What follows belongs to an exercise in optimizing a design on an open flow for small area; a production flow would make more cautious choices. The RTL was checked by simulation tests, not by an equivalence proof against the original design. Power and IR drop assume default switching activity.

== amber ==
// tx_id_collector
module tx_id_collector #(
    parameter int MAX_TX_ID      = miner_pkg::MAX_TX_ID_DEFAULT,
    parameter int TIMEOUT_CYCLES = 1_000_000
) (
    input  logic                                clk,
    input  logic                                rst,
    input  logic [7:0]                          rx_data,
    input  logic                                rx_valid,
    output logic [MAX_TX_ID*miner_pkg::TX_ID_WIDTH-1:0] TX_ID_input,
    output logic [7:0]                          total_TX_ID,
    output logic                                TX_ID_valid,
    output logic                                busy,
    output logic                                frame_error
);
    localparam int W = miner_pkg::TX_ID_WIDTH;
    logic              r_busy;
    logic [1:0]        r_m;         
    logic [4:0]        r_byte;      
    logic [1:0]        r_slot;      
    logic [4*W-1:0]    r_asm;
    logic [4*W-1:0]    r_txid;
    logic [2:0]        r_total;
    logic              r_tx_valid;
    logic              r_err;
    logic [4*W-1:0]    w_asm_next;
    logic [4*W-1:0]    w_asm_d;
    logic [4*W-1:0]    w_txid_d;
    logic              w_last;
    logic              w_done;
    logic              w_count_ok;
    logic              w_expired;
    byte_timeout_timer #(
        .TIMEOUT_CYCLES (TIMEOUT_CYCLES)
    ) u_timer (
        .clk     (clk),
        .rst     (rst),
        .clear   (rx_valid || !r_busy),
        .enable  (r_busy),
        .expired (w_expired)
    );
    assign w_count_ok = (rx_data[7:3] == 5'd0) && (rx_data[2:0] != 3'd0) &&
                        (rx_data[2:0] <= 3'd4);
    assign w_last     = (r_byte == 5'd31) && (r_slot == r_m);
    assign w_done     = r_busy && rx_valid && w_last;
    always_comb begin
  ...
For scale: about 1000 I/O pins, about 0.069 mm² of cells after synthesis.
==> flow/config.mk <==
export PLATFORM = sky130hd
export DESIGN_NAME = tx_id_collector
export DESIGN_NICKNAME = tx_id_collector
export VERILOG_FILES = /design/flow/design.v
export SDC_FILE = /design/flow/constraint.sdc
export NUM_CORES = 4
export LEC_CHECK = 0
export CAP_MARGIN = 20
export CORE_MARGIN = 2
export CORE_UTILIZATION = 60
export SLEW_MARGIN = 20
export SYNTH_HIERARCHICAL = 1
==> flow/constraint.sdc <==
create_clock -name core_clock -period 6.0 [get_ports {clk}]
set_input_delay 1.2000 -clock core_clock [delete_from_list [all_inputs] [get_ports {clk}]]
set_output_delay 1.2000 -clock core_clock [all_outputs]
set_load 0.01 [all_outputs]
run.sh (not shown) runs the stock make flow with config.mk's settings and CLKGATE_MAP_FILE= SYNTH_SCRIPT=/design/flow/synth_recipe.tcl, a recipe that flattens the netlist after the stock synthesis.
The following lists how pepper was set up differently from amber:
==> flow/flow/run.sh (new file) <==
#!/bin/bash
# Standard ORFS layout with smaller port buffers and a lighter clock tree.
set -euo pipefail
cd "$(dirname "$0")/.."
export BUFFER_PORTS_ARGS="-buffer_cell sky130_fd_sc_hd__buf_1"
export CTS_ARGS="-sink_clustering_enable -repair_clock_nets -dont_use_dummy_load -buf_list sky130_fd_sc_hd__clkbuf_4"
bash standard.sh > standard_flow.log 2>&1
==> flow/standard.sh (new file) <==
#!/bin/bash
# synth_recipe.tcl (not shown) runs the flow's synth.tcl, then flattens the netlist and writes it again
# the make line also repeats each setting of config.mk as NAME=value (left out here)
make -C /OpenROAD-flow-scripts/flow DESIGN_CONFIG=/design/flow/config.mk WORK_HOME=/design/flow/orfs CLKGATE_MAP_FILE= SYNTH_SCRIPT=/design/flow/synth_recipe.tcl "${@:-finish}"
removed: flow/run.sh
### Flow results
- amber → pepper: routed wire length on met2 moved down, routed wire length moved down, power share of the sequential group moved up.
- Share of final layout cell area taken by clock buffers and inverters down 2.3 points in pepper wrt amber
The inputs of indigo differ from those of pepper as listed below.
==> flow/flow/run.sh <==
#!/bin/bash
# The standard ORFS layout (standard.sh), with two changes:
#  - ports are buffered with the smallest buffer (buf_1) instead of the
#    buffer that buffer_ports picks by default;
#  - clock tree: clkbuf_8 buffers, sinks clustered 16 to a buffer within
#    60 um, and no dummy loads.
# The whole make output goes to standard_flow.log; ORFS keeps each step's
# log under orfs/logs/.
set -euo pipefail
cd "$(dirname "$0")/.."
export BUFFER_PORTS_ARGS="-buffer_cell sky130_fd_sc_hd__buf_1"
export CTS_ARGS="-sink_clustering_enable -repair_clock_nets -dont_use_dummy_load -buf_list sky130_fd_sc_hd__clkbuf_8 -sink_clustering_size 16 -sink_clustering_max_diameter 60"
bash standard.sh > standard_flow.log 2>&1
--- a/flow/config.mk
+++ b/flow/config.mk
@@ -10 +10 @@
-export CORE_UTILIZATION = 60
+export CORE_UTILIZATION = 70
==> run notes <==
Summary of indigo over pepper: share of the final layout cell area in multi-input gates climbed 0.80 points; post-route worst hold slack climbed 16 ps; design area dropped about 3%. indigo vs pepper on overall die height: indigo is the lower one. indigo ends up with higher total number of cells along the worst setup path than pepper does. Of pepper and indigo, the higher smallest setup slack after layout belongs to pepper. Status: share of final layout cell area taken by non-clock buffers parity (pepper, indigo).

[port drivers added, routing unchanged]
The flow's constraints put no driver on any port. The routed layouts listed below were extracted and timed again, unchanged, in two steps. Step 1, drivers: a clkbuf_16 drives clk and a buf_2 each remaining input, both assumed. Step 2 also shifts input and output timing later by t, the mid clock arrival at the registers, as if the neighbouring blocks saw the same clock. a / b / c = ideal ports / drivers / drivers and shift; a / b = the first two.
run	t, ns	setup WS [ns]	worst setup path after step 2	clock arrival spread, ns
amber	0.858	2.444 / 2.413 / 1.622	input to register	0.028 / 0.028
pepper	1.282	2.549 / 2.467 / 1.959	input to register	0.102 / 0.102
indigo	0.911	2.468 / 2.468 / 1.839	input to register	0.074 / 0.074
After both steps setup and hold are still met in every run listed. The setup slack of amber, which loses most, moves by -0.031 ns with the drivers and by -0.822 ns with both steps.
